This design comes from an exercise in tuning for small area, a short achievable clock period and few clock cycles per item on the open sky130 flow, not from production work. The RTL was checked by simulation tests, not by an equivalence proof against the original design. Power figures rest on the tool's default switching activity, not on a simulated workload.

[flow/design.v]
`timescale 1ns / 1ps
package gpq_pkg;
  localparam int unsigned NUM_BUTTONS = 16;
  localparam int unsigned NUM_STICK   = 8;
  localparam int unsigned NUM_TRIG    = 2;
  localparam int unsigned NUM_HOLD    = NUM_BUTTONS + NUM_STICK;
  localparam int unsigned NUM_ALL     = NUM_HOLD + NUM_TRIG;
  localparam int unsigned AXIS_W  = 16;
  localparam int unsigned SCALE_W = 16;
  localparam int unsigned PULL_W  = 8;
  localparam int unsigned QIDX_W  = 5;
  localparam int unsigned QTIME_W = 16;
  localparam int unsigned FIRST_W = 6;
  localparam int unsigned IDX_L_UP    = NUM_BUTTONS + 0;
  localparam int unsigned IDX_L_DOWN  = NUM_BUTTONS + 1;
  localparam int unsigned IDX_L_RIGHT = NUM_BUTTONS + 2;
  localparam int unsigned IDX_L_LEFT  = NUM_BUTTONS + 3;
  localparam int unsigned IDX_R_UP    = NUM_BUTTONS + 4;
  localparam int unsigned IDX_R_DOWN  = NUM_BUTTONS + 5;
  localparam int unsigned IDX_R_RIGHT = NUM_BUTTONS + 6;
  localparam int unsigned IDX_R_LEFT  = NUM_BUTTONS + 7;
  localparam int unsigned IDX_L_TRIG  = NUM_HOLD + 0;
  localparam int unsigned IDX_R_TRIG  = NUM_HOLD + 1;
  localparam logic [FIRST_W-1:0] FIRST_NONE = '1;
  localparam logic [SCALE_W-1:0] FULL_SCALE_RST = 16'd32767;
  localparam logic [PULL_W-1:0]  TRIG_THR_RST   = 8'd127;
  localparam int unsigned CFG_IDX_W  = 2;
  localparam int unsigned CFG_DATA_W = 16;
  typedef enum logic [CFG_IDX_W-1:0] {
    CFG_FULL_SCALE_X   = 2'd0,
    CFG_FULL_SCALE_Y   = 2'd1,
    CFG_TRIG_THRESHOLD = 2'd2
  } cfg_reg_e;
  typedef enum logic [2:0] {
    ST_IDLE,
    ST_QUAL,
    ST_QUERY,
    ST_DIV,
    ST_DONE
  } state_e;
  typedef struct packed {
    logic [QTIME_W-1:0]       query_period;
    logic [QTIME_W-1:0]       query_delay;
    logic [QIDX_W-1:0]        query_index;
    logic [PULL_W-1:0]        right_pull;
    logic [PULL_W-1:0]        left_pull;
    logic signed [AXIS_W-1:0] right_y;
    logic signed [AXIS_W-1:0] right_x;
    logic signed [AXIS_W-1:0] left_y;
    logic signed [AXIS_W-1:0] left_x;
    logic [NUM_BUTTONS-1:0]   button_bits;
  } frame_t;
  typedef struct packed {
    logic                      repeat_fire;
    logic signed [FIRST_W-1:0] first_active;
    logic [NUM_ALL-1:0]        release_edges;
    logic [NUM_ALL-1:0]        press_edges;
    logic [NUM_ALL-1:0]        held_bits;
  } result_t;
  localparam int unsigned FRAME_W     = 2 * QTIME_W + QIDX_W + 2 * PULL_W + 4 * AXIS_W + NUM_BUTTONS;
  localparam int unsigned RESULT_W    = 1 + FIRST_W + 3 * NUM_ALL;
  localparam int unsigned IN_TDATA_W  = ((FRAME_W + 7) / 8) * 8;
  localparam int unsigned OUT_TDATA_W = ((RESULT_W + 7) / 8) * 8;
endpackage
`timescale 1ns / 1ps
module gpq_axis (
  input  logic signed [gpq_pkg::AXIS_W-1:0]  axis_i,
  input  logic        [gpq_pkg::SCALE_W-1:0] full_scale_i,
  output logic                               pos_o,
  output logic                               neg_o
);
  localparam int unsigned AW = gpq_pkg::AXIS_W;
  logic           sgn;
  logic [AW-1:0]  mag;
  logic           gt;
  assign sgn   = axis_i[AW-1];
  assign mag   = {axis_i[AW-2:0] ^ {(AW-1){sgn}}, sgn};
  assign gt    = {mag, sgn} > {full_scale_i, 1'b0};
  assign pos_o = gt && !sgn;
  assign neg_o = gt && sgn;
endmodule
`timescale 1ns / 1ps
module gpq_lane #(
  parameter int unsigned HOLD_WIDTH = 16
) (
  input  logic                  clk_i,
  input  logic                  rst_ni,
  input  logic                  step_i,
  input  logic                  active_i,
  output logic [HOLD_WIDTH-1:0] hold_o
);
  logic [HOLD_WIDTH-1:0] hold_q;
  logic [HOLD_WIDTH-1:0] hold_d;
  always_comb begin
    hold_d = hold_q;
    if (step_i) begin
      if (!active_i) begin
        hold_d = '0;
      end else if (hold_q != '1) begin
        hold_d = hold_q + HOLD_WIDTH'(1);
      end
    end
  end
  always_ff @(posedge clk_i or negedge rst_ni) begin
    if (!rst_ni) begin
      hold_q <= '0;
    end else begin
      hold_q <= hold_d;
    end
  end
  assign hold_o = hold_q;
endmodule
`timescale 1ns / 1ps
module gpq_rem #(
  parameter int unsigned VW = 16
) (
  input  logic signed [VW+1:0] rem_i,
  input  logic [1:0]           bits_i,    
  input  logic [VW-1:0]        div_i,     
  input  logic [VW+2:0]        div3_i,    
  output logic signed [VW+1:0] rem_o,
  output logic                 zero_o
);
  localparam int unsigned RW = VW + 2;
  localparam int unsigned TW = VW + 4;
  logic                 s1, s2;
  logic signed [RW-1:0] t1, r1;
  logic [TW-1:0]        t, p, p2, p3, p4, op0, op1, c0, c1;
  logic                 f0, f1;
  function automatic logic sum_zero(logic [TW-1:0] a, logic [TW-1:0] b);
    logic ok;
    ok = !(a[0] ^ b[0]);
    for (int i = 1; i < TW; i++) ok = ok && ((a[i] ^ b[i]) == (a[i-1] | b[i-1]));
    sum_zero = ok;
  endfunction
  assign s1 = rem_i[RW-1];
  assign t1 = {rem_i[RW-2:0], bits_i[1]};
  logic [RW-1:0] pr;
  assign pr = {2'b00, div_i};
  assign r1 = t1 + (s1 ? pr : ~pr) + {{(RW-1){1'b0}}, !s1};
  assign s2 = r1[RW-1];
  assign t   = {rem_i, bits_i};
  assign p   = {4'b0000, div_i};
  assign p2  = {3'b000, div_i, 1'b0};
  assign p3  = {1'b0, div3_i};
  assign p4  = {2'b00, div_i, 2'b00};
  assign op0 = s1 ? p  : ~p3;
  assign op1 = s1 ? p3 : ~p;
  assign c0  = t + op0 + {{(TW-1){1'b0}}, !s1};
  assign c1  = t + op1 + {{(TW-1){1'b0}}, !s1};
  assign rem_o = s2 ? c1[RW-1:0] : c0[RW-1:0];
  always_comb begin
    if (s1) begin
      f0 = sum_zero(t, p)  || sum_zero(t, p2);
      f1 = sum_zero(t, p3) || sum_zero(t, p4);
    end else begin
      f0 = (t == p3) || (t == p2);
      f1 = (t == p)  || (t == '0);
    end
  end
  assign zero_o = s2 ? f1 : f0;
endmodule
`timescale 1ns / 1ps
module gamepad_input_qualifier_top #(
  parameter int unsigned HOLD_WIDTH = 16
) (
  input  logic                                  clk_i,
  input  logic                                  rst_ni,
  input  logic [gpq_pkg::IN_TDATA_W-1:0]        s_axis_tdata,
  input  logic                                  s_axis_tvalid,
  output logic                                  s_axis_tready,
  output logic [gpq_pkg::OUT_TDATA_W-1:0]       m_axis_tdata,
  output logic                                  m_axis_tvalid,
  input  logic                                  m_axis_tready,
  input  logic                                  cfg_valid_i,
  output logic                                  cfg_ready_o,
  input  logic [gpq_pkg::CFG_IDX_W-1:0]         cfg_index_i,
  input  logic [gpq_pkg::CFG_DATA_W-1:0]        cfg_data_i
);
  localparam int unsigned NA = gpq_pkg::NUM_ALL;
  localparam int unsigned NH = gpq_pkg::NUM_HOLD;
  localparam int unsigned TW = gpq_pkg::QTIME_W;
  localparam int unsigned RW = TW + 2;
  logic [gpq_pkg::SCALE_W-1:0] full_scale_x_q;
  logic [gpq_pkg::SCALE_W-1:0] full_scale_y_q;
  logic [gpq_pkg::PULL_W-1:0]  trig_thr_q;
  gpq_pkg::frame_t             frame;
  logic [NA-1:0]               act;
  logic [gpq_pkg::NUM_STICK-1:0] stick;
  logic [HOLD_WIDTH-1:0]       hold_w [NH];
  logic                        in_xfer;
  assign cfg_ready_o = 1'b1;
  always_ff @(posedge clk_i or negedge rst_ni) begin
    if (!rst_ni) begin
      full_scale_x_q <= gpq_pkg::FULL_SCALE_RST;
      full_scale_y_q <= gpq_pkg::FULL_SCALE_RST;
      trig_thr_q     <= gpq_pkg::TRIG_THR_RST;
    end else if (cfg_valid_i) begin
      unique case (cfg_index_i)
        gpq_pkg::CFG_FULL_SCALE_X:   full_scale_x_q <= cfg_data_i;
        gpq_pkg::CFG_FULL_SCALE_Y:   full_scale_y_q <= cfg_data_i;
        gpq_pkg::CFG_TRIG_THRESHOLD: trig_thr_q <= cfg_data_i[gpq_pkg::PULL_W-1:0];
        default: ;
      endcase
    end
  end
  assign frame = gpq_pkg::frame_t'(s_axis_tdata[gpq_pkg::FRAME_W-1:0]);
  gpq_axis u_axis_ly (
    .axis_i(frame.left_y), .full_scale_i(full_scale_y_q),
    .pos_o(stick[0]), .neg_o(stick[1])
  );
  gpq_axis u_axis_lx (
    .axis_i(frame.left_x), .full_scale_i(full_scale_x_q),
    .pos_o(stick[2]), .neg_o(stick[3])
  );
  gpq_axis u_axis_ry (
    .axis_i(frame.right_y), .full_scale_i(full_scale_y_q),
    .pos_o(stick[4]), .neg_o(stick[5])
  );
  gpq_axis u_axis_rx (
    .axis_i(frame.right_x), .full_scale_i(full_scale_x_q),
    .pos_o(stick[6]), .neg_o(stick[7])
  );
  always_comb begin
    act = '0;
    act[gpq_pkg::NUM_BUTTONS-1:0] = frame.button_bits;
    act[gpq_pkg::IDX_R_LEFT:gpq_pkg::IDX_L_UP] = stick;
    act[gpq_pkg::IDX_L_TRIG] = frame.left_pull > trig_thr_q;
    act[gpq_pkg::IDX_R_TRIG] = frame.right_pull > trig_thr_q;
  end
  logic                        a_v, a2_v, b0_v, b1_v, b2_v, o_v;
  logic                        a_adv, a2_adv, b0_adv, b1_adv;
  logic                        a_free, a2_free, b0_free, b1_free, b2_free;
  logic [NA-1:0]               a_act, a2_act, b0_act, b1_act, b2_act;
  logic [NH-1:0]               a_qsel;    
  logic [TW-1:0]               a_qd, a_qp;
  logic [HOLD_WIDTH-1:0]       a2_hold;
  logic                        a2_asel;
  logic [TW-1:0]               a2_qdm, a2_qp;    
  logic [TW-1:0]               b0_x, b0_p;
  logic                        b0_need, b0_fire;
  logic [TW-1:0]               b1_x, b1_p;
  logic [TW+2:0]               b1_p3;
  logic signed [RW-1:0]        b1_r;
  logic [3:0]                  b1_cnt;
  logic                        b1_div, b1_fire;
  logic [TW-3:0]               b2_x;
  logic [TW-1:0]               b2_p;
  logic [TW+2:0]               b2_p3;
  logic signed [RW-1:0]        b2_r;
  logic [3:0]                  b2_cnt;
  logic                        b2_div, b2_fire, b2_fin;
  logic [NA-1:0]               o_held, o_prev, s_held;
  logic                        o_fire, s_fire;
  logic [gpq_pkg::FIRST_W-1:0] o_first, s_first, b2_first;
  for (genvar g = 0; g < NH; g++) begin : g_lane
    gpq_lane #(
      .HOLD_WIDTH(HOLD_WIDTH)
    ) u_lane (
      .clk_i   (clk_i),
      .rst_ni  (rst_ni),
      .step_i  (a_adv),
      .active_i(a_act[g]),
      .hold_o  (hold_w[g])
    );
  end
  logic [HOLD_WIDTH-1:0] hsel;
  always_comb begin
    hsel = '0;
    for (int i = 0; i < NH; i++) hsel |= a_qsel[i] ? hold_w[i] : '0;
  end
  logic                  sat, qz, gt;
  logic [TW-1:0]         x;
  assign sat = a2_hold == '1;
  assign qz  = a2_qdm == '1;
  assign gt  = a2_asel && (sat ? (a2_qdm != {{(TW-1){1'b1}}, 1'b0}) : (qz || (TW'(a2_hold) > a2_qdm)));
  assign x   = TW'(a2_hold) + ~a2_qdm + TW'(!sat);
  logic [3:0]            cnt_sel;
  logic signed [RW-1:0]  r_init;
  logic [TW-1:0]         x_init;
  always_comb begin
    cnt_sel = 4'd8;
    r_init  = '0;
    x_init  = b0_x;
    if ((b0_x >> 8) < b0_p) begin
      cnt_sel = 4'd4; r_init = RW'(b0_x >> 8); x_init = b0_x << 8;
    end
    if ((b0_x >> 6) < b0_p) begin
      cnt_sel = 4'd3; r_init = RW'(b0_x >> 6); x_init = b0_x << 10;
    end
    if ((b0_x >> 4) < b0_p) begin
      cnt_sel = 4'd2; r_init = RW'(b0_x >> 4); x_init = b0_x << 12;
    end
    if ((b0_x >> 2) < b0_p) begin
      cnt_sel = 4'd1; r_init = RW'(b0_x >> 2); x_init = b0_x << 14;
    end
    if (b0_x < b0_p) begin
      cnt_sel = 4'd0;
    end
  end
  logic signed [RW-1:0]  b1_r2;
  logic                  b1_zero;
  gpq_rem #(.VW(TW)) u_rem1 (
    .rem_i(b1_r), .bits_i(b1_x[TW-1:TW-2]), .div_i(b1_p), .div3_i(b1_p3),
    .rem_o(b1_r2), .zero_o(b1_zero)
  );
  logic signed [RW-1:0]  b2_r2;
  logic                  b2_zero, b2_done, b2_fire_nx, b2_rz;
  logic [RW-1:0]         b2_pe;
  gpq_rem #(.VW(TW)) u_rem2 (
    .rem_i(b2_r), .bits_i(b2_x[TW-3:TW-4]), .div_i(b2_p), .div3_i(b2_p3),
    .rem_o(b2_r2), .zero_o(b2_zero)
  );
  always_comb begin
    logic ok;
    b2_pe = RW'(b2_p);
    ok = !(b2_r[0] ^ b2_pe[0]);
    for (int i = 1; i < RW; i++) ok = ok && ((b2_r[i] ^ b2_pe[i]) == (b2_r[i-1] | b2_pe[i-1]));
    b2_rz = ok || (b2_r == '0);
  end
  assign b2_done    = b2_fin;   
  assign b2_fire_nx = !b2_div ? b2_fire : (b2_cnt == 4'd0) ? b2_rz : b2_zero;
  logic s_v, b2_ok, pop, push;
  assign b2_ok   = b2_v && b2_done;
  assign push    = b2_ok && !s_v;
  assign pop     = o_v && m_axis_tready;
  assign b2_free = !b2_v || push;
  assign b1_free = !b1_v || b2_free;
  assign b0_free = !b0_v || b1_free;
  assign a2_free = !a2_v || b0_free;
  assign a_free  = rdy_q;   
  assign b1_adv  = b1_v && b2_free;
  assign b0_adv  = b0_v && b1_free;
  assign a2_adv  = a2_v && b0_free;
  assign a_adv   = a_v && a2_free;
  logic a_v_d, a2_v_d, b0_v_d, b1_v_d, b2_v_d, s_v_d, b2_fin_d, rdy_q;
  assign a_v_d    = a_free  ? s_axis_tvalid : a_v;
  assign a2_v_d   = a2_free ? a_v  : a2_v;
  assign b0_v_d   = b0_free ? a2_v : b0_v;
  assign b1_v_d   = b1_free ? b0_v : b1_v;
  assign b2_v_d   = b2_free ? b1_v : b2_v;
  assign s_v_d    = pop ? 1'b0 : (s_v || (push && o_v));
  assign b2_fin_d = b1_adv ? (!b1_div || (b1_cnt <= 4'd2)) :
                    (b2_v && !b2_done) ? (b2_cnt <= 4'd2) : b2_fin;
  always_ff @(posedge clk_i or negedge rst_ni) begin
    if (!rst_ni) begin
      rdy_q <= 1'b1;
    end else begin
      rdy_q <= !a_v_d || !a2_v_d || !b0_v_d || !b1_v_d || !b2_v_d || (b2_fin_d && !s_v_d);
    end
  end
  assign s_axis_tready = rdy_q;
  assign in_xfer       = s_axis_tvalid && a_free;
  always_ff @(posedge clk_i or negedge rst_ni) begin
    if (!rst_ni) begin
      a_v  <= 1'b0;
      a2_v <= 1'b0;
      b0_v <= 1'b0;
      b1_v <= 1'b0;
      b2_v <= 1'b0;
      o_v  <= 1'b0;
      s_v  <= 1'b0;
    end else begin
      if (a_free)  a_v  <= s_axis_tvalid;
      if (a2_free) a2_v <= a_v;
      if (b0_free) b0_v <= a2_v;
      if (b1_free) b1_v <= b0_v;
      if (b2_free) b2_v <= b1_v;
      if (pop) begin
        o_v <= s_v || push;
        s_v <= 1'b0;
      end else begin
        o_v <= o_v || push;
        s_v <= s_v || (push && o_v);
      end
    end
  end
  always_ff @(posedge clk_i) begin
    if (a_free) begin
      a_act <= act;
      for (int i = 0; i < NH; i++) a_qsel[i] <= frame.query_index == gpq_pkg::QIDX_W'(i);
      a_qd  <= frame.query_delay;
      a_qp  <= frame.query_period;
    end
    if (a_adv) begin
      a2_act  <= a_act;
      a2_hold <= hsel;
      a2_asel <= |(a_qsel & a_act[NH-1:0]);
      a2_qdm  <= a_qd - TW'(1);
      a2_qp   <= a_qp;
    end
    if (a2_adv) begin
      b0_act  <= a2_act;
      b0_x    <= x;
      b0_p    <= a2_qp;
      b0_need <= gt && (a2_qp != '0);
      b0_fire <= a2_asel && (a2_hold == '0) && !qz;
    end
    if (b0_adv) begin
      b1_act  <= b0_act;
      b1_x    <= x_init;
      b1_p    <= b0_p;
      b1_p3   <= (TW+3)'(b0_p) + ((TW+3)'(b0_p) << 1);
      b1_r    <= r_init;
      b1_cnt  <= cnt_sel;
      b1_div  <= b0_need && (cnt_sel != 4'd0);
      b1_fire <= b0_fire;
    end
    if (b1_adv) begin
      b2_act  <= b1_act;
      b2_x    <= b1_x[TW-3:0];
      b2_p    <= b1_p;
      b2_p3   <= b1_p3;
      b2_r    <= b1_r2;
      b2_cnt  <= b1_cnt - 4'd1;
      b2_fin  <= !b1_div || (b1_cnt <= 4'd2);
      b2_div  <= b1_div;
      b2_fire <= b1_fire;
    end else if (b2_v && !b2_done) begin
      b2_r   <= b2_r2;
      b2_x   <= b2_x << 2;
      b2_cnt <= b2_cnt - 4'd1;
      b2_fin <= b2_cnt <= 4'd2;
    end
    if (push && (!o_v || pop)) begin
      o_fire  <= b2_fire_nx;
      o_first <= b2_first;
    end else if (pop) begin
      o_fire  <= s_fire;
      o_first <= s_first;
    end
    if (push && o_v && !pop) begin
      s_held  <= b2_act;
      s_fire  <= b2_fire_nx;
      s_first <= b2_first;
    end
  end
  always_ff @(posedge clk_i or negedge rst_ni) begin
    if (!rst_ni) begin
      o_held <= '0;
      o_prev <= '0;
    end else begin
      if (push && (!o_v || pop)) begin
        o_held <= b2_act;
      end else if (pop) begin
        o_held <= s_held;
      end
      if (pop) begin
        o_prev <= o_held;
      end
    end
  end
  always_comb begin
    b2_first = gpq_pkg::FIRST_NONE;
    for (int i = NA - 1; i >= 0; i--) begin
      if (b2_act[i]) b2_first = gpq_pkg::FIRST_W'(i);
    end
  end
  assign m_axis_tvalid = o_v;
  assign m_axis_tdata  = gpq_pkg::OUT_TDATA_W'({o_fire, o_first, o_prev & ~o_held,
                                                o_held & ~o_prev, o_held});
endmodule
[flow/run.sh]
#!/bin/bash
# synth_recipe.tcl (not shown) runs the flow's synth.tcl, then flattens the netlist and writes it again
# the make line also repeats each setting of config.mk as NAME=value (left out here)
make -C /OpenROAD-flow-scripts/flow DESIGN_CONFIG=/design/flow/config.mk WORK_HOME=/design/flow/orfs CLKGATE_MAP_FILE= SYNTH_SCRIPT=/design/flow/synth_recipe.tcl finish
[flow/config.mk]
export PLATFORM = sky130hd
export DESIGN_NAME = gamepad_input_qualifier_top
export DESIGN_NICKNAME = gamepad_input_qualifier_top
export VERILOG_FILES = /design/flow/design.v
export SDC_FILE = /design/flow/constraint.sdc
export NUM_CORES = 4
export LEC_CHECK = 0
export CAP_MARGIN = 20
export CORE_MARGIN = 2
export CORE_UTILIZATION = 40
export PLACE_DENSITY = 0.8
export SETUP_SLACK_MARGIN = 5
export SLEW_MARGIN = 20
[flow/constraint.sdc]
create_clock -name core_clock -period 8.0 [get_ports {clk_i}]
set_input_delay 1.6000 -clock core_clock [delete_from_list [all_inputs] [get_ports {clk_i}]]
set_output_delay 1.6000 -clock core_clock [all_outputs]
set_load 0.01 [all_outputs]
==> results of run 1 <==
state kept, by name, summed over array words and instances, names as in the netlist, 17 cells and up:
register              count
b2_r                     18
a_act                    26
b2_p3                    17
o_prev                   26
o_held                   26
b1_act                   26
b0_act                   26
s_held                   26
b2_act                   26
b1_p3                    17
g_lane.u_lane.hold_q    384
a_qsel                   24
a2_act                   26
critical path: cells and delay by family (launching register included):
family | cells | cell delay [ns]
compound gates | 5 | 1.47
flops | 1 | 0.53
simple gates | 4 | 0.49
fa+ha+maj | 1 | 0.34
buf+inv | 1 | 0.22
xor+xnor | 1 | 0.14
cells by family after synthesis:
logic type      share of synthesized area
other cells                     0.0001427
xor+xnor                          0.08302
flops                              0.4875
compound gates                     0.1224
mux                               0.02149
buf+inv                           0.03042
fa+ha+maj                         0.08680
simple gates                       0.1683
final timing paths:
check,slack (ns),depth (start not counted),from,end
max reg2reg,4.57,12,b2_r[17]$_DFFE_PP_,b2_r[16]$_DFFE_PP_
max in group asynchronous,5.61,2,rst_ni,o_held[1]$_DFFE_PN0P_
max,4.57,12,b2_r[17]$_DFFE_PP_,b2_r[16]$_DFFE_PP_
min reg2reg,0.40,0,b0_act[15]$_DFFE_PP_,b1_act[15]$_DFFE_PP_
min,0.40,0,b0_act[15]$_DFFE_PP_,b1_act[15]$_DFFE_PP_
min in group asynchronous,0.90,1,rst_ni,g_lane[19].u_lane.hold_q[0]$_DFFE_PN0P_
routing by layer:
| metal | vias to the layer above | global-route usage | share of wire |
|---|---|---|---|
| met4 | 2 | 0.1171 | 0.057 |
| met2 | 2060 | 0.3577 | 0.44 |
| li1 | 19240 | - | - |
| met5 | - | 0 | 0.00011 |
| met1 | 20629 | 0.3050 | 0.40 |
| met3 | 527 | 0.05564 | 0.095 |
power by group:
group	switching (uW)	internal [uW]
Sequential	1570	7080
Clock	2080	3070
Combinational	7190	5350
layout make-up:
class | instances | area, um^2 | area share
timing repair inverter | 3 | 26.28 | 0.0004182
inverter | 256 | 1005 | 0.01599
antenna | 1 | 2.502 | 0.00003983
multi-input combinational | 3732 | 26240 | 0.4176
clock inverter | 68 | 922.1 | 0.01468
sequential | 934 | 25690 | 0.4090
tap | 1755 | 2196 | 0.03495
timing repair buffer | 433 | 3941 | 0.06274
clock buffer | 126 | 2800 | 0.04457
stage by stage:
| stage | util | power (uW) | instances | worst slack (ns) |
|---|---|---|---|---|
| 2_1_floorplan | - | 15850 | 5083 | 4.329 |
| 3_3_place_gp | 0.4347 | 18920 | 6948 | 3.027 |
| 3_5_place_dp | 0.4347 | 19360 | 6948 | 3.059 |
| 4_1_cts | 0.4730 | 25520 | 7255 | 4.715 |
| 5_1_grt | 0.4791 | 27890 | 7308 | 4.436 |
| 6_report | 0.4791 | 26340 | 7308 | 4.572 |
repair_timing:
| item | CTS | global route |
|---|---|---|
| cloned | 7 | 1 |
| pin swaps | 76 | 62 |
| gates resized for setup | 550 | 106 |
| endpoints found under the setup margin | 445 | 193 |
| setup buffers | 106 | 51 |
cells in the mapped netlist (all sizes together) (110+ instances only):
master	number	area (um^2)
a21oi	172	860.8
a22oi	140	1056
clkbuf	135	506.7
dfrtp	446	11160
edfxtp	449	13480
ha	354	4429
inv	254	953.4
nand2	383	1438
nand3	217	1086
nand4	155	969.7
nor2	523	1963
nor2b	110	688.2
nor3	113	575.6
o21ai	246	1231
xnor2	200	1752
xor2	299	2619
cells in the final DEF, fill, tap and decap left out, types with 150 or more instances in the layout:
cell type	n
nor2_1	519
edfxtp_1	449
dfrtp_1	424
nand2_1	379
ha_1	351
xor2_1	295
inv_1	246
o21ai_0	228
nand3_1	216
xnor2_1	195
nand4_1	155
buf_4	153
a21oi_1	150
==> impl_metrics.toml, run 1 <==
[grt]
antenna_found_initial = 4
track_usage = 0.2322
first_global_vias = 41183
grt_max_degree = 139
grt_pass1_wl_um = 243500
grt_overflow = 0

[final_layout]
area_growth_pct = 19.34
drive_gt1_frac = 0.1362
fill_cells = 11647
nNetsFinal = 5982
design_area_um2 = 62820

[route]
drc_errors = 0
routedWlPerCell_um = 22.06
via_per_inst = 5.810
drtAntennaViolNets = 0
wl_um = 161200
vias = 42458
drt_iter0_drc = 4798
drt_first_pass_iters = 8

[sta]
rsz0062_at_grt = "yes"
whs_ns = 0.4006
relSlewSlack = 0.2330
finalCriticalPeriod_ns = 3.428
worst_pin_slew_ns = 1.140
finalSetupViolCount = 0
finalMaxSlewViolations = 0
fin_crit_sh = 0.4285
fmax_ghz = 0.2917
clock_skew_ns = 0.04885
tns_ns = 0
timing.final.hold_violations = 0

[pwr]
ir_drop_uv = 297.8
leakage_uw = 0.02630
power_density_nw_per_um2 = 419.2

[setup_path]
start_kind = "flop"
cp-end-kind = "flop"
max_stage_delay_ns = 0.53
worstPathCellList = "buf_12, nand2_1, o21ai_0, ha_1, nor2b_2, o31a_1, o211ai_1, nand3_2, a41oi_2, xnor2_1, nor3_1, a2111oi_2"
crit_slowest_cell = "edfxtp_1"
crit_fanout = 8
path_class = "flop to flop"
cp.arrival_ns = 3.90
required_ns = 8.47

[die]
die_h_um = 366.8
ios = 250
die-area_um2 = 134500
num_rows = 133
fp.dieW_um = 366.8
initial_core_util = 0.4015
core_area_um2 = 131100

[clock_network]
cts_tree = "done"
ctsHoldBuffers = 0
clock-sinks = 934
cts_buffer_depth = 3
cts-root-buf = "clkbuf_16"
clkSlewWorstSetupHoldPaths_ns = 0.07
clock_latency_ns = 0.71
cts_max_level = 3
numCtsBuffers = 102

[worst_hold_path]
hp-class = "flop to flop"

[synthesis]
syn_inst = 5081
async_reset_ff_frac = 0.5182
ys_seq_area_frac = 0.4875
avgSynthCellArea_um2 = 10.36
synth.distinct_cells = 90
ys_ff_latch = 934
synth-main-ff-cell = "edfxtp_1"
yosys_warnings = 4
synthesis.area_um2 = 52640
synth-edff-count = 449

[placement]
port_buffers = 242
placed_area_um2 = 57000
gp_congestion = 1.049
detailed_place_hpwl_um = 114700

[outcome]
status = "finished clean"

[job]
maxCapViolCount = 0
Testbench counts, summed over its fixed seeds: cycles 5,173, items 4,800.
==> run 2, diff against run 1 <==
--- a/flow/config.mk
+++ b/flow/config.mk
@@ -10,3 +10,2 @@
 export CORE_UTILIZATION = 40
-export PLACE_DENSITY = 0.8
 export SETUP_SLACK_MARGIN = 5
==> run 2 against run 1 <==
Critical endpoint is now b2_r[17]$_DFFE_PP_. Design area is 0.30% higher. Worst hold slack better by 0.0026 ns. Clock skew is 0.037 ns higher. Synthesized cell count is the same. Die area is the same. Sequential power is 1% lower. Count of clock-buffer cells in the layout rose by 11.
==> impl_metrics.toml, run 2 <==
[synthesis]
synth_top_area_cell = "edfxtp_1"
synth.top_cell.area_share = 0.2561
synth-main-ff-cell = "edfxtp_1"
yosys_warnings = 4
synth_most_common_cell = "nor2_1"
ys_seq_area_frac = 0.4875
yosys-top-cells-count = "523 x nor2_1, 449 x edfxtp_1, 446 x dfrtp_1"
synthesis.area_um2 = 52640
syn_inst = 5081
synth-edff-count = 449
async_reset_ff_frac = 0.5182
synth.distinct_cells = 90
synthTopCellsByArea = "edfxtp_1 26%, dfrtp_1 21%, ha_1 8.4%"
avgSynthCellArea_um2 = 10.36
ys_ff_latch = 934

[die]
die-area_um2 = 134500
core_area_um2 = 131100
initial_core_util = 0.4015
ios = 250
num_rows = 133
fp.dieW_um = 366.8
die_h_um = 366.8

[final_layout]
top_register = "g_lane.u_lane.hold_q"
fill_cells = 12074
multiInputGateArea_um2 = 26330
regArea_um2 = 25680
drive_gt1_frac = 0.1422
layout_common_cells = "519 x nor2_1, 449 x edfxtp_1, 435 x dfrtp_1"
final_common_cell = "nor2_1"
fin_util = 0.4806
area_growth_pct = 19.70
nNetsFinal = 6018
largest_register_ff_count = 384

[setup_path]
path_class = "flop to flop"
start_kind = "flop"
cp.arrival_ns = 3.80
required_ns = 8.46
cp-end-kind = "flop"
crit_fanout = 7

[sta]
relSlewSlack = 0.2812
clock_skew_ns = 0.08572
finalMaxSlewViolations = 0
fin_crit_sh = 0.4169
worst_pin_slew_ns = 1.078
tns_ns = 0
timing.final.hold_violations = 0
finalCriticalPeriod_ns = 3.335
finalSetupViolCount = 0
fmax_ghz = 0.2998
rsz0062_at_grt = "yes"

[clock_network]
numCtsBuffers = 104
cts_max_level = 3
cts-root-buf = "clkbuf_16"
cts_tree = "done"
cts_buffer_depth = 3
clock-sinks = 934
clock_latency_ns = 0.78
clkSlewWorstSetupHoldPaths_ns = 0.06
ctsHoldBuffers = 0

[grt]
track_usage = 0.2350
grt_pass1_wl_um = 243400
antenna_found_initial = 4
grt_max_degree = 161
first_global_vias = 39379
grt_overflow = 0

[route]
wl_um = 162300
vias = 41603
top_layer = "met5"
via_per_inst = 5.660
routedWlPerCell_um = 22.07
drc_errors = 0
drt_first_pass_iters = 8
drtAntennaViolNets = 0
met1_length_um = 72690
met3WireLength_um = 11740
drt_iter0_drc = 4006
met2_length_um = 71590

[pwr]
leakage_uw = 0.02646
ir_drop_uv = 248.3
power_density_nw_per_um2 = 422.9
power_uw = 26650

[worst_hold_path]
hp-class = "flop to flop"

[placement]
detailed_place_hpwl_um = 117400
port_buffers = 242
gp_congestion = 0.9991

[outcome]
status = "finished clean"

[job]
maxCapViolCount = 0
==> run 2: critical path, cell delays in order, from the launching register on <==
cell	delay, ns
edfxtp_1	0.50
buf_12	0.21
buf_12	0.16
xnor2_4	0.13
ha_4	0.28
and4_4	0.24
and2_4	0.15
o221ai_4	0.12
a32oi_4	0.28
buf_6	0.15
xor2_4	0.18
buf_6	0.17
buf_6	0.10
buf_6	0.10
nand3_1	0.06
o31a_1	0.24
==> run 2: per-layer routing <==
metal	vias up	global-route usage
met1	20400	0.3325
met5	-	0
li1	19342	-
met4	2	0.09127
met2	1525	0.3598
met3	334	0.03875
==> run 2: what timing repair did <==
action	4_1_cts	5_1_grt
endpoints found under the setup margin	379	179
resized for setup	557	154
setup buffers	117	69
pin swaps	80	105
cloned	5	1
==> run 2: area by class of cell <==
class / count / share of cell area
Clock buffer: 137 / 0.04604
Multi-Input combinational cell: 3733 / 0.4178
Sequential cell: 934 / 0.4076
Timing Repair inverter: 1 / 0.0001390
Clock inverter: 61 / 0.01088
Timing Repair Buffer: 468 / 0.06650
Antenna cell: 5 / 0.0001986
Tap cell: 1755 / 0.03485
Inverter: 256 / 0.01604
==> run 2: cell families after synthesis <==
kind of cell	synth area share
compound gates	0.1224
xor+xnor	0.08302
fa+ha+maj	0.08680
buf+inv	0.03042
flops	0.4875
mux	0.02149
other cells	0.0001427
simple gates	0.1683
==> run 2: power by group <==
group	switching, uW	internal (uW)	total, uW
Sequential	1470	7070	8540
Combinational	7360	5800	13200
Clock	2100	2850	4950
Total	10900	15700	26600
==> run 2: per-stage QoR <==
step | hold WS [ns] | setup slack [ns] | instances | area (um^2)
3_3_place_gp | 0.4003 | 3.131 | 6955 | 57070
4_1_cts | 0.4008 | 4.689 | 7275 | 61820
6_report | 0.4032 | 4.665 | 7350 | 63020
2_1_floorplan | 0.4003 | 4.329 | 5083 | 52930
3_5_place_dp | 0.4045 | 3.089 | 6955 | 57070
5_1_grt | 0.4025 | 4.593 | 7345 | 63000
==> run 2: worst paths after layout <==
kind,depth (start not counted),slack [ns],to,startpoint
max,15,4.66,b2_r[17]$_DFFE_PP_,b2_r[17]$_DFFE_PP_
min,0,0.40,b1_act[8]$_DFFE_PP_,b0_act[8]$_DFFE_PP_
max reg2reg,15,4.66,b2_r[17]$_DFFE_PP_,b2_r[17]$_DFFE_PP_
min reg2reg,0,0.40,b1_act[8]$_DFFE_PP_,b0_act[8]$_DFFE_PP_
max in group asynchronous,2,5.45,o_v$_DFF_PN0_,rst_ni
min in group asynchronous,1,0.89,g_lane[9].u_lane.hold_q[13]$_DFFE_PN0P_,rst_ni
==> run 3, diff against run 2 <==
--- a/flow/config.mk
+++ b/flow/config.mk
@@ -10,2 +10,3 @@
 export CORE_UTILIZATION = 40
+export CTS_BUF_LIST = sky130_fd_sc_hd__clkbuf_8 sky130_fd_sc_hd__clkbuf_4
 export SETUP_SLACK_MARGIN = 5
==> run 3 against run 2 <==
Synthesized cell count unchanged. Combinational power hardly changed. Worst hold slack worse by 0.00078 ns. Non-clock buffer count is 27 lower. Count of clock-buffer cells in the layout grew 103. Critical endpoint is now b2_r[4]$_DFFE_PP_. Largest cell class unchanged. Largest power group unchanged. Highest routed layer is now met4.
==> impl_metrics.toml, run 3 <==
[synthesis]
synth_top_area_cell = "edfxtp_1"
synthesis.area_um2 = 52640
synth.top_cell.area_share = 0.2561
async_reset_ff_frac = 0.5182
yosys-top-cells-count = "523 x nor2_1, 449 x edfxtp_1, 446 x dfrtp_1"
avgSynthCellArea_um2 = 10.36
syn_inst = 5081
synth_most_common_cell = "nor2_1"
synthTopCellsByArea = "edfxtp_1 26%, dfrtp_1 21%, ha_1 8.4%"
synth-edff-count = 449
ys_ff_latch = 934
synth.distinct_cells = 90
ys_seq_area_frac = 0.4875
yosys_warnings = 4
synth-main-ff-cell = "edfxtp_1"

[clock_network]
numCtsBuffers = 163
clkSlewWorstSetupHoldPaths_ns = 0.07
clock_latency_ns = 0.89
cts_tree = "done"
clock-sinks = 934
ctsHoldBuffers = 0
cts-root-buf = "clkbuf_8"
cts_buffer_depth = 3
cts_max_level = 4

[setup_path]
start_kind = "flop"
crit_family = "compound AO/OA/AOI/OAI gates"
max_stage_delay_ns = 0.52
required_ns = 8.58
crit_top_cell = "buf_6"
worstPathCellList = "buf_12, xnor2_2, ha_1, and3_1, a311o_1, o221ai_4, a32oi_4, buf_6, xnor2_4, buf_6, a211oi_2, a311oi_2, nor2_1"
cp-end-kind = "flop"
crit_fanout = 8
worst-path-buf-inv = 3
path_class = "flop to flop"
crit_slowest_cell = "edfxtp_1"
cp.arrival_ns = 4.01

[route]
vias = 41579
drt_iter0_drc = 4066
via_per_inst = 5.596
drc_errors = 0
drtAntennaViolNets = 0
drt_first_pass_iters = 6
wl_um = 162200
routedWlPerCell_um = 21.83

[job]
maxCapViolCount = 0

[sta]
fmax_ghz = 0.2915
whs_ns = 0.4025
clock_skew_ns = 0.06130
tns_ns = 0
worst_pin_slew_ns = 1.023
finalMaxSlewViolations = 0
finalSetupViolCount = 0
rsz0062_at_grt = "yes"
relSlewSlack = 0.3157
finalCriticalPeriod_ns = 3.430
timing.final.hold_violations = 0
fin_crit_sh = 0.4288

[final_layout]
layout_common_cells = "522 x nor2_1, 449 x edfxtp_1, 435 x dfrtp_1"
fin_util = 0.4776
regArea_um2 = 25680
fill_cells = 12188
multiInputGateArea_um2 = 26200
final_common_cell = "nor2_1"
largest_register_ff_count = 384
top_register = "g_lane.u_lane.hold_q"
drive_gt1_frac = 0.1512
stdcell_count = 7430
nNetsFinal = 6051
area_growth_pct = 18.97
design_area_um2 = 62630

[grt]
track_usage = 0.2360
grt_overflow = 0
first_global_vias = 39754
antenna_found_initial = 6
grt_max_degree = 161
grt_pass1_wl_um = 244000

[placement]
placed_area_um2 = 57070
port_buffers = 242
dpl.cell_count = 6955
detailed_place_hpwl_um = 117400
gp_congestion = 0.9991

[die]
fp.dieW_um = 366.8
initial_core_util = 0.4015
core_area_um2 = 131100
ios = 250
die-area_um2 = 134500
die_h_um = 366.8
num_rows = 133

[worst_hold_path]
hp-class = "flop to flop"

[pwr]
ir_drop_uv = 252.8
leakage_uw = 0.02637
power_density_nw_per_um2 = 418.1

[outcome]
status = "finished clean"
==> run 3: cell count changes in the layout (fill, tap and decap cells not counted), moves of 4 or more <==
cell,change
nor2_2,-4
inv_12,+6
clkdlybuf4s50_1,+12
dlygate4sd2_1,-4
buf_4,-26
clkinv_16,-5
clkbuf_4,+55
clkbuf_1,-20
dlymetal6s2s_1,-4
clkbuf_16,-108
clkinv_1,+9
buf_2,-7
o221ai_2,-4
clkbuf_8,+178
==> run 3: worst paths after layout <==
kind / startpoint / end / slack [ns] / cells after the start
min in group asynchronous: rst_ni / full_scale_y_q[15]$_DFFE_PN0P_ / 0.76 / 1
max in group asynchronous: rst_ni / o_v$_DFF_PN0_ / 5.67 / 2
max: b2_r[17]$_DFFE_PP_ / b2_r[4]$_DFFE_PP_ / 4.57 / 13
min reg2reg: b1_act[11]$_DFFE_PP_ / b2_act[11]$_DFFE_PP_ / 0.40 / 0
min: b1_act[11]$_DFFE_PP_ / b2_act[11]$_DFFE_PP_ / 0.40 / 0
max reg2reg: b2_r[17]$_DFFE_PP_ / b2_r[4]$_DFFE_PP_ / 4.57 / 13
==> run 3: cell families after synthesis <==
group | Yosys count | synth area share
buffers and inverters | 418 | 0.03042
AO/OA/AOI/OAI | 942 | 0.1224
other | 2 | 0.0001427
adder cells (fa/ha/maj) | 361 | 0.08680
flip-flops | 934 | 0.4875
AND/OR/NAND/NOR | 1820 | 0.1683
multiplexers | 105 | 0.02149
XOR/XNOR | 499 | 0.08302
==> run 3: through the flow <==
| stage | setup WS (ns) | power [uW] |
|---|---|---|
| after detailed placement | 3.089 | 19480 |
| after global placement | 3.131 | 19270 |
| after global routing | 4.541 | 27890 |
| after CTS | 4.620 | 25600 |
| after floorplan | 4.329 | 15850 |
| final | 4.570 | 26190 |
==> run 3: cell type report <==
cell class | count | share of cell area
Multi-Input combinational cell | 3733 | 0.4183
Sequential cell | 934 | 0.4101
Timing Repair Buffer | 441 | 0.06321
Clock buffer | 240 | 0.04745
Tap cell | 1755 | 0.03506
Inverter | 256 | 0.01618
Clock inverter | 63 | 0.009210
Timing Repair inverter | 2 | 0.0002797
Antenna cell | 6 | 0.0002397
==> run 3: layer usage <==
| metal | vias to the layer above | part of all wire | track usage | wire (um) |
|---|---|---|---|---|
| li1 | 19431 | - | - | - |
| met1 | 20206 | 0.44 | 0.3318 | 72130 |
| met2 | 1592 | 0.44 | 0.3593 | 71190 |
| met3 | 350 | 0.078 | 0.04463 | 12580 |
| met4 | 0 | 0.039 | 0.09261 | 6316 |
| met5 | - | 0 | 0 | 0 |
==> run 3: what timing repair did <==
item / in CTS / in global routing
gates resized for setup: 544 / 108
setup endpoints to repair: 355 / 210
setup buffers: 106 / 52
pin swaps: 71 / 61
cloned: 6 / 2
==> run 3: report_power, final <==
part / leakage, uW / switching (uW) / internal [uW]
logic: 0.0136 / 7320 / 5610
clock network: 0.00188 / 2100 / 2620
registers: 0.0109 / 1470 / 7070
==> run 3: worst register-to-register path: cells and delay by family, from the launching register on <==
| kind | cells | cell delay [ns] |
|---|---|---|
| fa+ha+maj | 1 | 0.29 |
| flops | 1 | 0.52 |
| buf+inv | 3 | 0.59 |
| compound gates | 5 | 1.12 |
| simple gates | 2 | 0.25 |
| xor+xnor | 2 | 0.38 |
==> run 4, diff against run 3 <==
--- a/flow/design.v
+++ b/flow/design.v
@@ -280,2 +280,4 @@
   logic [TW-1:0]         x_init;
+  logic [RW-1:0]         d4;    
+  assign d4 = RW'(b0_x >> 4) - RW'(b0_p);
   always_comb begin
@@ -290,3 +292,6 @@
     end
-    if ((b0_x >> 4) < b0_p) begin
+    if ((b0_x >> 5) < b0_p) begin
+      cnt_sel = 4'd2; r_init = d4;             x_init = b0_x << 12;
+    end
+    if (d4[RW-1]) begin
       cnt_sel = 4'd2; r_init = RW'(b0_x >> 4); x_init = b0_x << 12;
--- a/flow/config.mk
+++ b/flow/config.mk
@@ -10,3 +10,2 @@
 export CORE_UTILIZATION = 40
-export CTS_BUF_LIST = sky130_fd_sc_hd__clkbuf_8 sky130_fd_sc_hd__clkbuf_4
 export SETUP_SLACK_MARGIN = 5
==> run 4 against run 3 <==
Global-route usage about the same. Die area up 1.0%. Worst hold slack better by 0.0061 ns. Still clean. Utilization increased by 1.5 points. Wire length grew 1.5%.
==> impl_metrics.toml, run 4 <==
[outcome]
status = "finished clean"

[sta]
worst_pin_slew_ns = 1.026
clock_skew_ns = 0.05874
tns_ns = 0
relSlewSlack = 0.3141
rsz0062_at_grt = "yes"
timing.final.hold_violations = 0
finalMaxSlewViolations = 0
fmax_ghz = 0.2834
fin_crit_sh = 0.4411
finalSetupViolCount = 0
finalCriticalPeriod_ns = 3.529
setup_ws_ns = 4.471

[setup_path]
crit_fanout = 8
start_kind = "flop"
cp-end-kind = "flop"
cp.arrival_ns = 3.98
required_ns = 8.45
path_class = "flop to flop"
r2r_cells = 13

[placement]
dpl_worst_slack_ns = 3.122
detailed_place_hpwl_um = 117200
gp_congestion = 0.9829
port_buffers = 242

[grt]
first_global_vias = 40186
grt_max_degree = 115
grt_pass1_wl_um = 246200
antenna_found_initial = 4
track_usage = 0.2362
grt_overflow = 0

[die]
die-area_um2 = 135900
ios = 250
die_h_um = 368.6
initial_core_util = 0.4035
fp.dieW_um = 368.6
num_rows = 133
core_area_um2 = 131800

[clock_network]
clkSlewWorstSetupHoldPaths_ns = 0.07
clock-sinks = 937
cts_buffer_depth = 3
cts-root-buf = "clkbuf_16"
numCtsBuffers = 105
cts_max_level = 3
ctsHoldBuffers = 0
clock_latency_ns = 0.74
cts_tree = "done"

[final_layout]
final_common_cell = "nor2_1"
nNetsFinal = 6189
fin_util = 0.4927
layout_common_cells = "572 x nor2_1, 452 x edfxtp_1, 430 x dfrtp_1"
drive_gt1_frac = 0.1613
area_growth_pct = 22.09
largest_register_ff_count = 384
top_register = "g_lane.u_lane.hold_q"

[route]
drtAntennaViolNets = 0
vias = 42023
wl_um = 164700
drc_errors = 0
drt_iter0_drc = 3846
via_per_inst = 5.602
routedWlPerCell_um = 21.95
drt_first_pass_iters = 8

[synthesis]
ys_ff_latch = 937
synth.top_cell.area_share = 0.2552
synth-edff-count = 452
synthesis.area_um2 = 53180
synth_most_common_cell = "nor2_1"
async_reset_ff_frac = 0.5165
yosys-top-cells-count = "579 x nor2_1, 452 x edfxtp_1, 446 x dfrtp_1"
synth_top_area_cell = "edfxtp_1"
synth.distinct_cells = 95
avgSynthCellArea_um2 = 10.31
yosys_warnings = 4
ys_seq_area_frac = 0.4842
synth-main-ff-cell = "edfxtp_1"
synthTopCellsByArea = "edfxtp_1 26%, dfrtp_1 21%, ha_1 8.7%"
syn_inst = 5157

[worst_hold_path]
hp-class = "flop to flop"
min_path_cells = 0

[pwr]
leakage_uw = 0.02720
power_density_nw_per_um2 = 463.2
ir_drop_uv = 302.7

[job]
maxCapViolCount = 0
run 4: cell count changes after synthesis, moves of 10 or more:
cell	previous run	this run
or2_2	7	18
and3_1	50	40
xnor2_1	200	227
a21oi_1	172	190
nand2b_1	36	57
a31oi_1	31	12
o41ai_2	2	17
ha_1	354	368
nor2_1	523	579
nor2b_1	110	100
nor3_1	111	87
nand4_1	155	143
and4_1	39	17
run 4: cell families (layout without fill, tap and decap cells):
| kind of cell | after synthesis | count (layout) | share of synthesized area |
|---|---|---|---|
| AOI/OAI and AO/OA | 974 | 974 | 0.1242 |
| xor gates and xnor gates | 520 | 520 | 0.08577 |
| adders and majority gates | 376 | 376 | 0.08959 |
| buffers and inverters | 413 | 997 | 0.02976 |
| DFF | 937 | 937 | 0.4842 |
| muxes | 108 | 108 | 0.02181 |
| other | 2 | 6 | 0.0001412 |
| and+or+nand+nor | 1827 | 1829 | 0.1645 |
run 4: layout make-up:
cell class	instances	area [um^2]
clock buffers	137	2859
diodes	1	2.502
well taps	1755	2196
multi-input cells	3812	27220
flip-flops and latches	937	25780
fillers	12044	66860
repair buffers	533	5099
clock inverters	62	715.7
inverters	265	1069
run 4: timing repair:
action                                  in CTS  in global routing
endpoints found under the hold margin        0                  0
pin swaps                                   93                150
setup buffers                              168                 68
cloned                                       7                  4
resized for setup                          614                229
endpoints found under the setup margin     371                259
run 4: power breakdown:
group / switching (uW) / total (uW) / internal, uW
Clock: 2090 / 4960 / 2870
Combinational: 8920 / 16000 / 7080
Sequential: 1670 / 9110 / 7430
run 4: final timing paths:
path / slack [ns] / from / end
min in group asynchronous: 0.97 / rst_ni / full_scale_x_q[15]$_DFFE_PN0P_
max in group asynchronous: 5.58 / rst_ni / g_lane[6].u_lane.hold_q[0]$_DFFE_PN0P_
max reg2reg: 4.47 / b2_r[17]$_DFFE_PP_ / b2_r[16]$_DFFE_PP_
max: 4.47 / b2_r[17]$_DFFE_PP_ / b2_r[16]$_DFFE_PP_
min reg2reg: 0.41 / b1_act[14]$_DFFE_PP_ / b2_act[14]$_DFFE_PP_
min: 0.41 / b1_act[14]$_DFFE_PP_ / b2_act[14]$_DFFE_PP_
run 4: worst max-delay path, stage by stage (launching register included):
cell and delay (ns):
edfxtp_1 0.43, buf_12 0.18, and2b_2 0.25, or2_4 0.18, fa_2 0.24, nor2b_4 0.05
o31a_1 0.27, o41a_1 0.40, a221oi_2 0.35, nor3_2 0.09, a31oi_1 0.19, xor2_1 0.23
mux2i_2 0.13, o221a_1 0.26
run 4: per-layer routing:
layer  up-vias  track usage  routed length [um]
li1      19668            -                   -
met5         -            0                  27
met2      1394       0.3667               74020
met3       353      0.04555               12030
met4         6      0.09144                6805
met1     20602       0.3257               71810
run 4: metrics by stage:
step	instances	power [uW]	cell area, um^2	hold slack (ns)
2_1_floorplan	5160	17710	53530	0.4003
3_3_place_gp	7055	21630	57750	0.4003
3_5_place_dp	7055	21890	57750	0.4045
4_1_cts	7429	28960	63490	0.4168
5_1_grt	7501	32040	64930	0.4176
6_report	7502	30070	64930	0.4086
Testbench counts of run 4, summed over its fixed seeds: cycles 4,989, items 4,800.
==> run 5, diff against run 4 <==
--- a/flow/design.v
+++ b/flow/design.v
@@ -93,12 +93,11 @@
   logic [HOLD_WIDTH-1:0] hold_d;
+  logic [HOLD_WIDTH-1:0] carry;    
+  logic                  inc, clr;
   always_comb begin
-    hold_d = hold_q;
-    if (step_i) begin
-      if (!active_i) begin
-        hold_d = '0;
-      end else if (hold_q != '1) begin
-        hold_d = hold_q + HOLD_WIDTH'(1);
-      end
-    end
+    carry[0] = 1'b1;
+    for (int i = 1; i < HOLD_WIDTH; i++) carry[i] = carry[i-1] && hold_q[i-1];
   end
+  assign inc    = step_i && active_i && !(carry[HOLD_WIDTH-1] && hold_q[HOLD_WIDTH-1]);
+  assign clr    = step_i && !active_i;
+  assign hold_d = clr ? '0 : hold_q ^ (carry & {HOLD_WIDTH{inc}});
   always_ff @(posedge clk_i or negedge rst_ni) begin
==> run 5 against run 4 <==
Design area down 2.6%. Critical path depth up 1. Combinational power down 11%. Synthesized cell count down 2.2%. Wire length down 1.7%. Utilization down 1.2 points. Non-clock buffer count down 86. Cell count down 2.7%. Count of clock-buffer cells in the layout up 5. Sequential share of layout area up 1.0 points. Die area down 0.35%.
==> impl_metrics.toml, run 5 <==
[route]
met1_length_um = 71480
vias = 40753
top_layer = "met5"
wl_um = 161900
met3WireLength_um = 12610
drtAntennaViolNets = 0
met2_length_um = 73050
routedWlPerCell_um = 22.19
via_per_inst = 5.586
drt_iter0_drc = 3871
drc_errors = 0
drt_first_pass_iters = 6

[placement]
gp_congestion = 0.9741
detailed_place_hpwl_um = 117000
port_buffers = 242
dpl_worst_slack_ns = 3.107

[worst_hold_path]
hp-class = "flop to flop"
holdPathEnd = "b2_act[18]$_DFFE_PP_"
min_path_cells = 0
min_from = "b1_act[18]$_DFFE_PP_"

[clock_network]
numCtsBuffers = 103
ctsHoldBuffers = 0
cts-root-buf = "clkbuf_16"
clock-sinks = 937
cts_tree = "done"
clkSlewWorstSetupHoldPaths_ns = 0.06
cts_buffer_depth = 3
cts_max_level = 3
clock_latency_ns = 0.75

[grt]
grt_pass1_wl_um = 241400
grt_overflow = 0
first_global_vias = 39208
track_usage = 0.2326
grt_max_degree = 167
antenna_found_initial = 10

[final_layout]
layout_common_cells = "602 x nor2_1, 452 x edfxtp_1, 437 x dfrtp_1"
drive_gt1_frac = 0.1410
regArea_um2 = 25770
area_growth_pct = 19.35
top_register = "g_lane.u_lane.hold_q"
fill_cells = 12075
multiInputGateArea_um2 = 26670
largest_register_ff_count = 384
final_common_cell = "nor2_1"
nNetsFinal = 5985

[setup_path]
rr_startpoint = "b2_r[17]$_DFFE_PP_"
crit_slowest_cell = "edfxtp_1"
max_stage_delay_ns = 0.46
crit_family = "compound AO/OA/AOI/OAI gates"
cp-end-kind = "flop"
r2r_cells = 14
worstPathCellList = "buf_6, buf_16, xnor2_2, ha_1, a211o_1, buf_4, a2111oi_4, o31ai_4, buf_12, xnor2_4, buf_12, nor3_1, a311oi_1, a21oi_1"
worst-path-buf-inv = 5
reg2reg_to = "b2_r[12]$_DFFE_PP_"
cp.arrival_ns = 3.75
path_class = "flop to flop"
start_kind = "flop"
crit_top_cell = "buf_12"
r2r_setup_slack_ns = 4.67
required_ns = 8.43
crit_fanout = 7

[die]
ios = 250
initial_core_util = 0.4031
core_area_um2 = 131500
fp.dieW_um = 368.0
die-area_um2 = 135400
num_rows = 133
die_h_um = 368.0

[sta]
finalCriticalPeriod_ns = 3.326
timing.final.hold_violations = 0
rsz0062_at_grt = "yes"
clock_skew_ns = 0.06518
finalSetupViolCount = 0
tns_ns = 0
setup_ws_ns = 4.674
finalMaxSlewViolations = 0
worst_pin_slew_ns = 1.110
relSlewSlack = 0.2572
fin_crit_sh = 0.4158
fmax_ghz = 0.3007

[synthesis]
avgSynthCellArea_um2 = 10.51
synthesis.area_um2 = 53000
ys_seq_area_frac = 0.4859
synth.top_cell.area_share = 0.2561
async_reset_ff_frac = 0.5165
yosys-top-cells-count = "618 x nor2_1, 452 x edfxtp_1, 446 x dfrtp_1"
synthTopCellsByArea = "edfxtp_1 26%, dfrtp_1 21%, ha_1 8.7%"
synth_top_area_cell = "edfxtp_1"
yosys_warnings = 4
synth.distinct_cells = 98
synth_most_common_cell = "nor2_1"
syn_inst = 5043
synth-main-ff-cell = "edfxtp_1"
synth-edff-count = 452
ys_ff_latch = 937

[outcome]
status = "finished clean"

[pwr]
leakage_uw = 0.02629
power_density_nw_per_um2 = 445.5
ir_drop_uv = 277.8

[job]
maxCapViolCount = 0
run 5: cell count changes after synthesis, moves of 23 or more:
| cell | previous run | this run |
|---|---|---|
| o21ai_0 | 249 | 135 |
| nand2_1 | 388 | 300 |
| xnor2_1 | 227 | 300 |
| nand4_1 | 143 | 105 |
| nor2_1 | 579 | 618 |
| or3_1 | 73 | 50 |
| xor2_1 | 292 | 253 |
run 5: worst max-delay path by stage:
stage                                  start                  end  depth (start not counted)
after floorplan             s_axis_tdata[63]  a_act[22]$_DFFE_PP_                         11
after global placement      s_axis_tdata[31]  a_act[18]$_DFFE_PP_                         10
after detailed placement    s_axis_tdata[31]  a_act[18]$_DFFE_PP_                         10
after CTS                 b2_r[17]$_DFFE_PP_   b2_r[16]$_DFFE_PP_                         12
after global routing      b2_r[17]$_DFFE_PP_   b2_r[12]$_DFFE_PP_                         14
final                     b2_r[17]$_DFFE_PP_   b2_r[12]$_DFFE_PP_                         14
run 5: area by class of cell:
cell class                      instances  area share
Timing Repair Buffer                  447     0.06435
Sequential cell                       937      0.4074
Timing Repair inverter                  1  0.00007912
Multi-Input combinational cell       3707      0.4216
Antenna cell                            3   0.0001187
Clock inverter                         51     0.01072
Tap cell                             1755     0.03471
Clock buffer                          142     0.04544
Inverter                              253     0.01559
run 5: per-layer routing:
layer / track usage / vias up
met1: 0.3278 / 20126
met2: 0.3612 / 1370
li1: - / 18986
met5: 0 / -
met4: 0.07064 / 12
met3: 0.04566 / 259
run 5: per-stage QoR:
step           std cells  hold slack [ns]    util  instance area [um^2]  total power (uW)
2_1_floorplan       5046           0.4003       -                 53340             17370
3_3_place_gp        6926           0.4005  0.4370                 57450             21160
3_5_place_dp        6926           0.4045  0.4370                 57450             21430
4_1_cts             7226           0.4161  0.4722                 62080             27420
5_1_grt             7294           0.4207  0.4811                 63250             30040
6_report            7296           0.4150  0.4812                 63250             28180
run 5: kinds of logic after synthesis:
family	count (synthesis)	synth area share
simple gates	1748	0.1585
flops	937	0.4859
compound gates	898	0.1195
xor+xnor	555	0.09200
buf+inv	404	0.02946
fa+ha+maj	376	0.08990
mux	123	0.02460
other cells	2	0.0001417
run 5: power by group:
| part | switching (uW) | internal (uW) |
|---|---|---|
| clock | 2090 | 2860 |
| sequential | 1650 | 7320 |
| combinational | 8220 | 6030 |
| total | 12000 | 16200 |
run 5: repair_timing:
item / in CTS / in global routing
pin swaps: 53 / 74
cloned: 3 / 5
setup endpoints to repair: 351 / 243
setup buffers: 104 / 57
resized for setup: 522 / 137
Testbench counts of run 5, summed over its fixed seeds: cycles 4,989, items 4,800.
==> run 6, diff against run 5 <==
--- a/flow/design.v
+++ b/flow/design.v
@@ -298,3 +298,3 @@
     if ((b0_x >> 2) < b0_p) begin
-      cnt_sel = 4'd1; r_init = RW'(b0_x >> 2); x_init = b0_x << 14;
+      cnt_sel = 4'd1; r_init = RW'(b0_x >> 2); x_init = b0_x << 12;   
     end
@@ -305,2 +305,4 @@
   logic signed [RW-1:0]  b1_r2;
+  logic                  b1_long;
+  assign b1_long = b1_cnt >= 4'd2;
   logic                  b1_zero;
@@ -311,4 +313,3 @@
   logic signed [RW-1:0]  b2_r2;
-  logic                  b2_zero, b2_done, b2_fire_nx, b2_rz;
-  logic [RW-1:0]         b2_pe;
+  logic                  b2_zero, b2_done, b2_fire_nx;
   gpq_rem #(.VW(TW)) u_rem2 (
@@ -317,11 +318,4 @@
   );
-  always_comb begin
-    logic ok;
-    b2_pe = RW'(b2_p);
-    ok = !(b2_r[0] ^ b2_pe[0]);
-    for (int i = 1; i < RW; i++) ok = ok && ((b2_r[i] ^ b2_pe[i]) == (b2_r[i-1] | b2_pe[i-1]));
-    b2_rz = ok || (b2_r == '0);
-  end
   assign b2_done    = b2_fin;   
-  assign b2_fire_nx = !b2_div ? b2_fire : (b2_cnt == 4'd0) ? b2_rz : b2_zero;
+  assign b2_fire_nx = b2_div ? b2_zero : b2_fire;
   logic s_v, b2_ok, pop, push;
@@ -417,4 +411,4 @@
       b2_p3   <= b1_p3;
-      b2_r    <= b1_r2;
-      b2_cnt  <= b1_cnt - 4'd1;
+      b2_r    <= b1_long ? b1_r2 : b1_r;
+      b2_cnt  <= b1_long ? b1_cnt - 4'd1 : b1_cnt;
       b2_fin  <= !b1_div || (b1_cnt <= 4'd2);
==> run 6 against run 5 <==
Register-to-register slack worse by 0.10 ns. Global-route usage is 0.16 points lower. Clock power hardly changed. Non-clock buffer count is 84 higher. Via count is 0.55% lower. Combinational power is 8% higher. Utilization is 0.89 points higher. Critical path depth is 2 higher. Maximum frequency is 3.0% lower. Sequential power is 2% higher. First-iteration DRC count is 5.5% lower. Critical endpoint is now b2_r[17]$_DFFE_PP_. Largest power group unchanged.
==> impl_metrics.toml, run 6 <==
[outcome]
status = "finished clean"

[die]
fp.dieW_um = 367.1
ios = 250
core_area_um2 = 131100
die-area_um2 = 134700
num_rows = 133
die_h_um = 367.1
initial_core_util = 0.4021

[clock_network]
clkSlewWorstSetupHoldPaths_ns = 0.06
numCtsBuffers = 100
clock_latency_ns = 0.75
cts_tree = "done"
clock-sinks = 937
cts_max_level = 3
cts-root-buf = "clkbuf_16"
cts_buffer_depth = 3

[grt]
grt_max_degree = 165
grt_pass1_wl_um = 239800
antenna_found_initial = 6
track_usage = 0.2311
grt_overflow = 0
first_global_vias = 39332

[setup_path]
cp.arrival_ns = 3.99
crit_fanout = 6
start_kind = "flop"
cp-end-kind = "flop"
required_ns = 8.56
path_class = "flop to flop"

[pwr]
p_seq_frac = 0.310
leakage_uw = 0.02728
p_sw_frac = 0.4218
p_comb_frac = 0.522
p_int_uw = 17000
p_clk_frac = 0.168
p_sw_uw = 12410
power_uw = 29410
ir_drop_uv = 390.1
power_density_nw_per_um2 = 457.6

[route]
drc_errors = 0
via_per_inst = 5.544
routedWlPerCell_um = 21.90
wl_um = 160100
drtAntennaViolNets = 0
drt_first_pass_iters = 8
vias = 40530
drt_iter0_drc = 3660

[synthesis]
ys_seq_area_frac = 0.4884
synth_top_area_cell = "edfxtp_1"
synth-main-ff-cell = "edfxtp_1"
synthesis.area_um2 = 52720
ys_ff_latch = 937
avgSynthCellArea_um2 = 10.51
synth_most_common_cell = "nor2_1"
synth-edff-count = 452
synth.distinct_cells = 91
synthTopCellsByArea = "edfxtp_1 26%, dfrtp_1 21%, ha_1 8.8%"
yosys_warnings = 4
async_reset_ff_frac = 0.5165
synth.top_cell.area_share = 0.2574
syn_inst = 5016
yosys-top-cells-count = "578 x nor2_1, 452 x edfxtp_1, 446 x dfrtp_1"

[worst_hold_path]
hp-class = "flop to flop"

[sta]
relSlewSlack = 0.2019
finalMaxSlewViolations = 0
fin_crit_sh = 0.4285
fmax_ghz = 0.2917
clock_skew_ns = 0.07434
finalSetupViolCount = 0
finalCriticalPeriod_ns = 3.428
rsz0062_at_grt = "yes"
timing.final.hold_violations = 0
whs_ns = 0.4161
tns_ns = 0
worst_pin_slew_ns = 1.197

[placement]
detailed_place_hpwl_um = 113000
gp_congestion = 0.9823
port_buffers = 242

[final_layout]
drive_gt1_frac = 0.1761
final_common_cell = "nor2_1"
top_register = "g_lane.u_lane.hold_q"
area_growth_pct = 21.89
largest_register_ff_count = 384
layout_common_cells = "544 x nor2_1, 452 x edfxtp_1, 430 x dfrtp_1"
nNetsFinal = 6008

[job]
maxCapViolCount = 0
## run 6: cell types whose count changed in the layout (fill, tap and decap cells not counted), moves of 43 or more
cell,previous run,this run
xor2_1,252,339
xnor2_1,295,234
nor2_1,602,544
nand4_1,105,162
nand3_1,218,169
buf_6,48,96
buf_4,161,204
## run 6: logic make-up (layout without fill, tap and decap cells)
family	count (synthesis)	count (layout)	share of synthesized area
flops	937	937	0.4884
fa+ha+maj	379	379	0.09108
xor+xnor	581	581	0.09651
simple gates	1741	1747	0.1614
buf+inv	408	936	0.03052
mux	110	110	0.02247
compound gates	858	858	0.1094
other cells	2	7	0.0001424
## run 6: metrics by stage
stage / utilization / instances / setup WS [ns] / cell area (um^2)
after detailed placement: 0.4349 / 6862 / 3.101 / 57030
after global placement: 0.4349 / 6862 / 3.130 / 57030
final: 0.4901 / 7310 / 4.572 / 64270
after global routing: 0.4901 / 7308 / 4.451 / 64260
after floorplan: - / 5019 / 4.092 / 53120
after CTS: 0.4777 / 7220 / 4.578 / 62650
## run 6: worst paths after layout
| path | startpoint | end | slack, ns | cells past startpoint |
|---|---|---|---|---|
| max | b2_r[17]$_DFFE_PP_ | b2_r[17]$_DFFE_PP_ | 4.57 | 16 |
| min | a_qp[1]$_DFFE_PP_ | a2_qp[1]$_DFFE_PP_ | 0.42 | 0 |
| max reg2reg | b2_r[17]$_DFFE_PP_ | b2_r[17]$_DFFE_PP_ | 4.57 | 16 |
| min reg2reg | a_qp[1]$_DFFE_PP_ | a2_qp[1]$_DFFE_PP_ | 0.42 | 0 |
| max in group asynchronous | rst_ni | o_held[5]$_DFFE_PN0P_ | 5.68 | 2 |
| min in group asynchronous | rst_ni | full_scale_x_q[15]$_DFFE_PN0P_ | 0.86 | 1 |
## run 6: critical path, stage by stage (launching register included)
cell and delay (ns):
edfxtp_1 0.45, buf_6 0.16, buf_12 0.12, buf_16 0.14, xnor2_2 0.13, ha_1 0.29, nand4_1 0.21, a211oi_2 0.31
o21ai_4 0.15, a21bo_4 0.25, nand3_4 0.11, buf_4 0.14, nor3_1 0.04, mux2i_1 0.12, o21ai_1 0.10, or4_1 0.47
nand3_1 0.09
## run 6: metal layers
layer,vias to the layer above,part of all wire,GRT usage
met1,19954,0.44,0.3228
met2,1325,0.45,0.3564
li1,18917,-,-
met4,4,0.041,0.09529
met3,330,0.072,0.03760
met5,-,0.00016,0
## run 6: what timing repair did
action,in CTS,in global routing
hold endpoints to repair,0,0
cloned,13,2
setup endpoints to repair,561,312
pin swaps,106,115
gates resized for setup,655,255
setup buffers,160,83
hold buffers,0,0
## run 6: area by class of cell
cell class | count | area, um^2
timing repair buffer | 531 | 4935
multi-input combinational | 3680 | 26920
clock buffer | 119 | 2635
fill | 11970 | 66860
sequential | 937 | 25780
timing repair inverter | 2 | 20.02
antenna | 2 | 5.005
clock inverter | 66 | 900.9
inverter | 218 | 882.1
tap | 1755 | 2196
## run 6: power by group through the flow
stage	combinational, uW	sequential, uW	clock, uW
after floorplan	9070	8300	0
after global routing	16900	9270	5230
after global placement	11800	9210	0
final	15400	9120	4930
after detailed placement	12000	9250	0
after CTS	13900	9080	5030
Testbench counts of run 6, summed over its fixed seeds: cycles 4,989, items 4,800.

[separate check: timing with driven ports]
How much do the figures lean on ideal ports? The routed layouts below were timed once more, with nothing changed but the port constraints.
Step 1 assumes that a clkbuf_16 drives the clock port and a buf_2 every other input.
Step 2 times the ports against the registers' clock, not the clock port: input delays grow and output delays shrink by t, the midpoint of the rising clock arrivals with the driver on.
a / b / c = no drivers / after step 1 / after step 2; a / b = the first two.
run | t, ns | setup WS [ns] | worst setup path after step 2
run 1 | 0.761 | 4.572 / 4.572 / 4.074 | input to register
run 2 | 0.805 | 4.665 / 4.665 / 4.223 | input to register
run 3 | 0.936 | 4.570 / 4.570 / 4.146 | input to register
run 4 | 0.777 | 4.471 / 4.471 / 4.309 | input to register
run 5 | 0.783 | 4.674 / 4.674 / 4.189 | input to register
run 6 | 0.790 | 4.572 / 4.572 / 4.003 | input to register
After both steps every run listed still meets setup and hold. For run 6, which loses most, drivers alone change the setup slack by 0.000 ns; drivers and shift together by -0.569 ns.
